Source: an optimization exercise on an open RTL-to-GDS flow (aim: a short achievable clock period and few clock cycles). Production flows keep margins and buffers that such runs may drop. In this exercise RTL edits were held to simulation tests only and were not proved equivalent to the original.

**flow/run.sh**
```bash
#!/bin/bash
# synth_recipe.tcl (not shown) runs the flow's synth.tcl, then flattens the netlist and writes it again
# the make line also repeats each setting of config.mk as NAME=value (left out here)
make -C /OpenROAD-flow-scripts/flow DESIGN_CONFIG=/design/flow/config.mk WORK_HOME=/design/flow/orfs CLKGATE_MAP_FILE= SYNTH_SCRIPT=/design/flow/synth_recipe.tcl finish
```
**flow/config.mk**
```make
export PLATFORM = sky130hd
export DESIGN_NAME = rv_multicycle_core
export DESIGN_NICKNAME = rv_multicycle_core
export VERILOG_FILES = /design/flow/design.v
export SDC_FILE = /design/flow/constraint.sdc
export NUM_CORES = 4
export LEC_CHECK = 0
export ABC_CLOCK_PERIOD_IN_PS = 3000
export CAP_MARGIN = 20
export CORE_MARGIN = 2
export CORE_UTILIZATION = 50
export SETUP_SLACK_MARGIN = 5
export SLEW_MARGIN = 20
export SYNTH_HIERARCHICAL = 1
export SYNTH_MINIMUM_KEEP_SIZE = 0
export TNS_END_PERCENT = 30
```
**flow/constraint.sdc**
```tcl
create_clock -name core_clock -period 10.0 [get_ports {clk}]
set_input_delay 2.0000 -clock core_clock [delete_from_list [all_inputs] [get_ports {clk}]]
set_output_delay 2.0000 -clock core_clock [all_outputs]
set_load 0.01 [all_outputs]
```
**flow/design.v**
```verilog
module rv_multicycle_core #(
  parameter logic [31:0] RESET_PC = 32'h0000_0000,
  parameter int unsigned ADDR_W   = 32,
  parameter int unsigned IC_BITS  = 6,
  parameter int unsigned PF_AHEAD = 24
) (
  input  logic              clk,
  input  logic              rst,
  input  logic              run,
  input  logic              step,
  output logic [ADDR_W-1:0] mem_addr,
  output logic              mem_re,
  output logic              mem_we,
  output logic [31:0]       mem_wdata,
  input  logic [31:0]       mem_rdata,
  input  logic              mem_ready,
  input  logic [4:0]        dbg_sel,
  output logic [31:0]       dbg_data,
  output logic [31:0]       pc_dbg,
  output logic [31:0]       instr_dbg,
  output logic              retire,
  output logic              halted
);
  localparam logic [6:0] OpR     = 7'b0110011;
  localparam logic [6:0] OpI     = 7'b0010011;
  localparam logic [6:0] OpLoad  = 7'b0000011;
  localparam logic [6:0] OpStore = 7'b0100011;
  localparam logic [6:0] OpBr    = 7'b1100011;
  function automatic logic [31:0] add32(input logic [31:0] a, input logic [31:0] b,
                                        input logic cin);
    logic [31:0] p, g, pp, gg, np, ng, c;
    p  = a ^ b;
    g  = a & b;
    pp = p;
    gg = g;
    for (int d = 1; d < 32; d = d * 2) begin
      for (int i = 0; i < 32; i++) begin
        if (i >= d) begin
          ng[i] = gg[i] | (pp[i] & gg[i-d]);
          np[i] = pp[i] & pp[i-d];
        end else begin
          ng[i] = gg[i];
          np[i] = pp[i];
        end
      end
      pp = np;
      gg = ng;
    end
    c[0] = cin;
    for (int i = 1; i < 32; i++) c[i] = gg[i-1] | (pp[i-1] & cin);
    add32 = p ^ c;
  endfunction
  logic [31:0] regs_q [32];
  logic [1023:0] regs_flat;
  always_comb begin
    for (int i = 0; i < 32; i++) regs_flat[32*i +: 32] = regs_q[i];
  end
  logic        eq_q [32][32];    
  logic [31:0] pc_q;
  logic        halt_q, step_pending_q;
  logic        x_valid_q;    
  logic        x_ls_q;       
  logic        x_load_q;     
  logic        x_we_q;       
  logic [4:0]  x_rd_q;
  logic        x_sub_q, x_and_q, x_or_q, x_slt_q;
  logic [31:0] x_a_q, x_b_q, x_sd_q, x_ir_q, x_npc_q;
  logic [31:0] x_addr_q;     
  logic [31:0] dpc_q;        
  localparam int unsigned IcN  = 1 << IC_BITS;
  localparam int unsigned TagW = 32 - IC_BITS;
  logic            ic_v_q   [IcN];
  logic [TagW-1:0] ic_tag_q [IcN];
  logic [31:0]     ic_data_q[IcN];
  logic [31:0] x_sum, x_res, wd;
  logic        x_lt;
  rv_multicycle_core_add32 u_x_add (
    .a(x_a_q), .b(x_sub_q ? ~x_b_q : x_b_q), .cin(x_sub_q), .s(x_sum)
  );
  assign x_lt  = (x_a_q[31] & ~x_b_q[31]) | (~(x_a_q[31] ^ x_b_q[31]) & x_sum[31]);
  always_comb begin
    if (x_and_q)      x_res = x_a_q & x_b_q;
    else if (x_or_q)  x_res = x_a_q | x_b_q;
    else if (x_slt_q) x_res = {31'b0, x_lt};
    else              x_res = x_sum;
  end
  logic x_port, x_done, x_wr;
  assign x_port = x_valid_q & x_ls_q;               
  assign x_done = x_valid_q & (~x_ls_q | mem_ready);
  assign x_wr   = x_valid_q & x_we_q;               
  assign wd     = x_load_q ? mem_rdata : x_res;
  logic [31:0] eqw;
  always_comb begin
    eqw[0] = (wd == 32'b0);
    for (int j = 1; j < 32; j++) eqw[j] = (wd == regs_q[j]);
  end
  logic [IC_BITS-1:0] ic_idx;
  logic [TagW-1:0]    ic_tag;
  logic               ic_hit;      
  logic               ib_v_q;
  logic [31:0]        ib_q;
  assign ic_idx = pc_q[IC_BITS+1:2];
  assign ic_tag = {pc_q[31:IC_BITS+2], pc_q[1:0]};
  assign ic_hit = ib_v_q;
  logic [31:0] ins;
  logic [6:0]  opcode, funct7;
  logic [2:0]  funct3;
  logic [4:0]  rs1, rs2, rd;
  assign ins    = ic_hit ? ib_q : mem_rdata;
  assign opcode = ins[6:0];
  assign rd     = ins[11:7];
  assign funct3 = ins[14:12];
  assign rs1    = ins[19:15];
  assign rs2    = ins[24:20];
  assign funct7 = ins[31:25];
  logic is_r, is_i, is_lw, is_sw, is_beq, f3_alu, legal;
  assign f3_alu = (funct3 == 3'b000) || (funct3 == 3'b111) || (funct3 == 3'b110) ||
                  (funct3 == 3'b010);
  assign is_r   = (opcode == OpR) && ((funct7 == 7'b0000000 && f3_alu) ||
                                      (funct7 == 7'b0100000 && funct3 == 3'b000));
  assign is_i   = (opcode == OpI) && f3_alu;
  assign is_lw  = (opcode == OpLoad) && (funct3 == 3'b010);
  assign is_sw  = (opcode == OpStore) && (funct3 == 3'b010);
  assign is_beq = (opcode == OpBr) && (funct3 == 3'b000);
  assign legal  = is_r | is_i | is_lw | is_sw | is_beq;
  logic [31:0] imm_i, imm_s, imm_b;
  assign imm_i = {{20{ins[31]}}, ins[31:20]};
  assign imm_s = {{20{ins[31]}}, ins[31:25], ins[11:7]};
  assign imm_b = {{19{ins[31]}}, ins[31], ins[7], ins[30:25], ins[11:8], 1'b0};
  logic [31:0] ra, rb, a, b;
  logic        fwd_a, fwd_b;
  rv_multicycle_core_rdmux u_rd_a (.r(regs_flat), .sel(rs1), .y(ra));
  rv_multicycle_core_rdmux u_rd_b (.r(regs_flat), .sel(rs2), .y(rb));
  assign fwd_a = x_wr & (x_rd_q == rs1);
  assign fwd_b = x_wr & (x_rd_q == rs2);
  assign a     = fwd_a ? wd : ra;
  assign b     = fwd_b ? wd : rb;
  logic eq_tab, eq_ab, taken;
  always_comb begin
    eq_tab = 1'b1;
    for (int i = 0; i < 32; i++)
      for (int j = 0; j < 32; j++)
        if (rs1 == 5'(i) && rs2 == 5'(j))
          eq_tab = (i < j) ? eq_q[i][j] : (i > j) ? eq_q[j][i] : 1'b1;
  end
  always_comb begin
    if (rs1 == rs2)  eq_ab = 1'b1;
    else if (fwd_a)  eq_ab = eqw[rs2];
    else if (fwd_b)  eq_ab = eqw[rs1];
    else             eq_ab = eq_tab;
  end
  assign taken = is_beq & eq_ab;
  logic [31:0] ls_addr;
  rv_multicycle_core_add32 u_ls_add (
    .a(a), .b(is_sw ? imm_s : imm_i), .cin(1'b0), .s(ls_addr)
  );
  logic [31:0] pc_seq, pc_br, pc_next;
  assign pc_seq  = add32(pc_q, 32'd4, 1'b0);
  rv_multicycle_core_add32 u_br_add (.a(pc_q), .b(imm_b), .cin(1'b0), .s(pc_br));
  assign pc_next = taken ? pc_br : pc_seq;
  logic go, fetch, fetch_ok, st_clash, ic_ok, x_adv;
  assign go       = run | step_pending_q;
  assign x_adv    = ~x_port | mem_ready;
  assign fetch    = go & ~halt_q & ~x_port & ~ic_hit;
  assign st_clash = x_port & ~x_load_q & (x_addr_q[IC_BITS+1:2] == ic_idx);
  assign ic_ok    = go & ~halt_q & x_adv & ic_hit & ~st_clash;
  assign fetch_ok = (fetch & mem_ready) | ic_ok;
  logic [31:0]        pf_q, pf_dist;
  logic [IC_BITS-1:0] pf_idx;
  logic [TagW-1:0]    pf_tag;
  logic               pf_have, pf, pf_ok, pf_go_q;
  assign pf_idx  = pf_q[IC_BITS+1:2];
  assign pf_tag  = {pf_q[31:IC_BITS+2], pf_q[1:0]};
  assign pf_have = ic_v_q[pf_idx] && (ic_tag_q[pf_idx] == pf_tag);
  assign pf_dist = add32(pf_q, ~pc_q, 1'b1);
  logic pf_near;    
  assign pf_near = (pf_dist[31:2] != 30'd0) & (pf_dist < 32'(PF_AHEAD * 4));
  assign pf      = go & ~halt_q & ~x_port & ~fetch & pf_go_q;
  assign pf_ok   = pf & mem_ready;
  logic               st_now, fill_now;
  logic [IC_BITS-1:0] st_idx, fill_idx;
  logic [TagW-1:0]    fill_tag;
  assign st_now   = x_port & ~x_load_q & mem_ready;
  assign st_idx   = x_addr_q[IC_BITS+1:2];
  assign fill_now = (fetch | pf) & mem_ready;
  assign fill_idx = fetch ? ic_idx : pf_idx;
  assign fill_tag = fetch ? ic_tag : pf_tag;
  function automatic logic [32:0] look(input logic [31:0] addr, input logic s_now,
                                       input logic [IC_BITS-1:0] s_idx, input logic f_now,
                                       input logic [IC_BITS-1:0] f_idx,
                                       input logic [TagW-1:0] f_tag, input logic [31:0] f_data,
                                       input logic v, input logic [TagW-1:0] t,
                                       input logic [31:0] d);
    logic [IC_BITS-1:0] idx;
    logic [TagW-1:0]    tag;
    idx = addr[IC_BITS+1:2];
    tag = {addr[31:IC_BITS+2], addr[1:0]};
    if (s_now && s_idx == idx)      look = {1'b0, d};
    else if (f_now && f_idx == idx) look = {f_tag == tag, f_data};
    else                            look = {v && t == tag, d};
  endfunction
  logic [IC_BITS-1:0] seq_idx;
  logic [32:0]        lk_seq, lk_cur;
  assign seq_idx = pc_seq[IC_BITS+1:2];
  assign lk_seq  = look(pc_seq, st_now, st_idx, fill_now, fill_idx, fill_tag, mem_rdata,
                        ic_v_q[seq_idx], ic_tag_q[seq_idx], ic_data_q[seq_idx]);
  assign lk_cur  = look(pc_q, st_now, st_idx, fill_now, fill_idx, fill_tag, mem_rdata,
                        ic_v_q[ic_idx], ic_tag_q[ic_idx], ic_data_q[ic_idx]);
  always_ff @(posedge clk) begin
    if (rst) begin
      ib_v_q <= 1'b0;
      ib_q   <= '0;
    end else if (fetch_ok && legal) begin
      ib_v_q <= lk_seq[32] & ~taken;
      ib_q   <= lk_seq[31:0];
    end else begin
      ib_v_q <= lk_cur[32];
      ib_q   <= lk_cur[31:0];
    end
  end
  always_ff @(posedge clk) begin
    if (rst) begin
      pc_q           <= RESET_PC;
      halt_q         <= 1'b0;
      step_pending_q <= 1'b0;
      x_valid_q      <= 1'b0;
      x_ls_q         <= 1'b0;
      x_load_q       <= 1'b0;
      x_we_q         <= 1'b0;
      x_rd_q         <= '0;
      x_sub_q        <= 1'b0;
      x_and_q        <= 1'b0;
      x_or_q         <= 1'b0;
      x_slt_q        <= 1'b0;
      x_a_q          <= '0;
      x_b_q          <= '0;
      x_sd_q         <= '0;
      x_ir_q         <= '0;
      x_npc_q        <= '0;
      x_addr_q       <= '0;
      dpc_q          <= RESET_PC;
    end else begin
      if (fetch_ok) step_pending_q <= 1'b0;
      else if (step) step_pending_q <= 1'b1;
      if (x_done) begin
        x_valid_q <= 1'b0;
        dpc_q     <= x_npc_q;
      end
      if (fetch_ok) begin
        if (!legal) begin
          halt_q <= 1'b1;
        end else begin
          pc_q      <= pc_next;
          x_valid_q <= 1'b1;
          x_ls_q    <= is_lw | is_sw;
          x_load_q  <= is_lw;
          x_we_q    <= (is_r | is_i | is_lw) & (rd != 5'd0);
          x_rd_q    <= rd;
          x_sub_q   <= (is_r & (funct3 == 3'b000) & funct7[5]) | ((is_r | is_i) & (funct3 == 3'b010));
          x_and_q   <= (is_r | is_i) & (funct3 == 3'b111);
          x_or_q    <= (is_r | is_i) & (funct3 == 3'b110);
          x_slt_q   <= (is_r | is_i) & (funct3 == 3'b010);
          x_a_q     <= a;
          x_b_q     <= is_r ? b : (is_sw ? imm_s : imm_i);
          x_sd_q    <= b;
          x_ir_q    <= ins;
          x_npc_q   <= pc_next;
          x_addr_q  <= ls_addr;
        end
      end
    end
  end
  logic [31:0]        pf_d, pf_dist_d;
  logic [IC_BITS-1:0] pf_idx_d;
  always_comb begin
    pf_d = pf_q;
    if (fetch && mem_ready) begin
      if (!pf_near) pf_d = pc_seq;
    end else if (pf_ok || (pf_have && !halt_q)) begin
      pf_d = add32(pf_q, 32'd4, 1'b0);
    end
  end
  assign pf_idx_d  = pf_d[IC_BITS+1:2];
  assign pf_dist_d = add32(pf_d, ~pc_q, 1'b1);
  always_ff @(posedge clk) begin
    if (rst) begin
      for (int i = 0; i < IcN; i++) ic_v_q[i] <= 1'b0;
      pf_q    <= RESET_PC;
      pf_go_q <= 1'b0;
    end else begin
      pf_q    <= pf_d;
      pf_go_q <= (pf_dist_d[31:2] != 30'd0) & (pf_dist_d < 32'(PF_AHEAD * 4)) &
                 ~(ic_v_q[pf_idx_d] && ic_tag_q[pf_idx_d] == {pf_d[31:IC_BITS+2], pf_d[1:0]});
      if (fetch && mem_ready) begin
        ic_v_q[ic_idx] <= 1'b1;
      end else if (pf_ok) begin
        ic_v_q[pf_idx] <= 1'b1;
      end
      if (st_now) ic_v_q[st_idx] <= 1'b0;
    end
  end
  always_ff @(posedge clk) begin
    if (fetch && mem_ready) begin
      ic_tag_q[ic_idx]  <= ic_tag;
      ic_data_q[ic_idx] <= mem_rdata;
    end else if (pf_ok) begin
      ic_tag_q[pf_idx]  <= pf_tag;
      ic_data_q[pf_idx] <= mem_rdata;
    end
  end
  always_ff @(posedge clk) begin
    if (rst) begin
      for (int i = 0; i < 32; i++) regs_q[i] <= '0;
    end else if (x_done && x_we_q) begin
      regs_q[x_rd_q] <= wd;
    end
  end
  always_ff @(posedge clk) begin
    for (int i = 0; i < 32; i++)
      for (int j = i + 1; j < 32; j++)
        if (rst) eq_q[i][j] <= 1'b1;
        else if (x_done && x_we_q && x_rd_q == 5'(i)) eq_q[i][j] <= eqw[j];
        else if (x_done && x_we_q && x_rd_q == 5'(j)) eq_q[i][j] <= eqw[i];
  end
  assign mem_addr  = x_port ? x_addr_q[ADDR_W-1:0] : (ic_hit ? pf_q[ADDR_W-1:0] : pc_q[ADDR_W-1:0]);
  assign mem_re    = x_port ? x_load_q : (go & ~halt_q & (~ic_hit | pf_go_q));
  assign mem_we    = x_port & ~x_load_q;
  assign mem_wdata = x_sd_q;
  assign retire    = x_done;
  assign instr_dbg = x_ir_q;
  assign pc_dbg    = dpc_q;
  rv_multicycle_core_rdmux u_rd_dbg (.r(regs_flat), .sel(dbg_sel), .y(dbg_data));
  assign halted    = halt_q;
endmodule
module rv_multicycle_core_add32 (
  input  logic [31:0] a,
  input  logic [31:0] b,
  input  logic        cin,
  output logic [31:0] s
);
  logic [31:0] p, g, pp, gg, np, ng, c;
  always_comb begin
    p  = a ^ b;
    g  = a & b;
    pp = p;
    gg = g;
    for (int d = 1; d < 32; d = d * 2) begin
      for (int i = 0; i < 32; i++) begin
        if (i >= d) begin
          ng[i] = gg[i] | (pp[i] & gg[i-d]);
          np[i] = pp[i] & pp[i-d];
        end else begin
          ng[i] = gg[i];
          np[i] = pp[i];
        end
      end
      pp = np;
      gg = ng;
    end
    c[0] = cin;
    for (int i = 1; i < 32; i++) c[i] = gg[i-1] | (pp[i-1] & cin);
    s = p ^ c;
  end
endmodule
module rv_multicycle_core_rdmux (
  input  logic [1023:0] r,
  input  logic [4:0]    sel,
  output logic [31:0]   y
);
  logic [31:0] rr [32];
  always_comb begin
    for (int i = 0; i < 32; i++) rr[i] = r[32*i +: 32];
  end
  assign y = (sel == 5'd0) ? 32'b0 : rr[sel];
endmodule
```
==> run summary <==
* Placer congestion estimate at 1.17
* CTS Buf Count at 624
* Ports at 206
* Cells after synthesis at 27.1k
* Pin count of the biggest net entering global routing at 156
* Yosys warns at 11
* Die Width at 822 um
* Failed at: 5_1_grt
* Initial Util at 50.1%
* Row count at 300
* Status: did not finish
* Gr ovfl total at 4
* Post-Syn Area at 334000 um2
* IO buf count at 205
* Number of H-tree levels at 6
* Placed Cells at 35.5k
* Longest Clk Path Bufs at 4
* Post-DP Area at 356000 um2
* DP HPWL at 1430000 um
* Stop err: [ERROR GRT-0232] Routing congestion too high. Check the congestion heatmap in the GUI.
* Syn Area/Cell at 12.3 um2
* Height of the die at 822 um
* All-Layer GR Usage at 68.0%
* CTS Root Buffer Type: clkbuf_16
[metal layers]
| metal | GRT usage (%) | overflow |
|---|---|---|
| met3 | 49.6 | 4 |
| met2 | 85.0 | 0 |
| met1 | 70.0 | 0 |
| met4 | 67.4 | 0 |
| met5 | 20.2 | 0 |
[metrics by stage]
stage	setup WS [ns]	hold slack, ns	utilization, %
floorplan	1.45	0.432	-
global placement	-0.141	0.442	53.4
detailed placement	-0.0000719	0.448	53.5
CTS	1.44	0.456	57.5
[worst max-delay path by stage]
stage / from / to
2_1_floorplan: x_npc_q[2] / pf_go_q
3_3_place_gp: pf_q[2] / pf_go_q
3_5_place_dp: pf_q[2] / pf_go_q
4_1_cts: pf_q[2] / pf_go_q
[power groups by stage]
stage / clock, mW / combinational, mW / sequential (mW)
after global placement: 0 / 7.42 / 26.3
after CTS: 24.4 / 7.76 / 25.8
after floorplan: 0 / 3.37 / 25.9
after detailed placement: 0 / 7.43 / 26.3
[repair_timing]
item,CTS
hold buffers,0
gates cloned,27
setup buffers,230
resized for setup,583
endpoints found under the setup margin,6613
pin swaps,144
Testbench counts, summed over its fixed seeds: cycles 8,627.
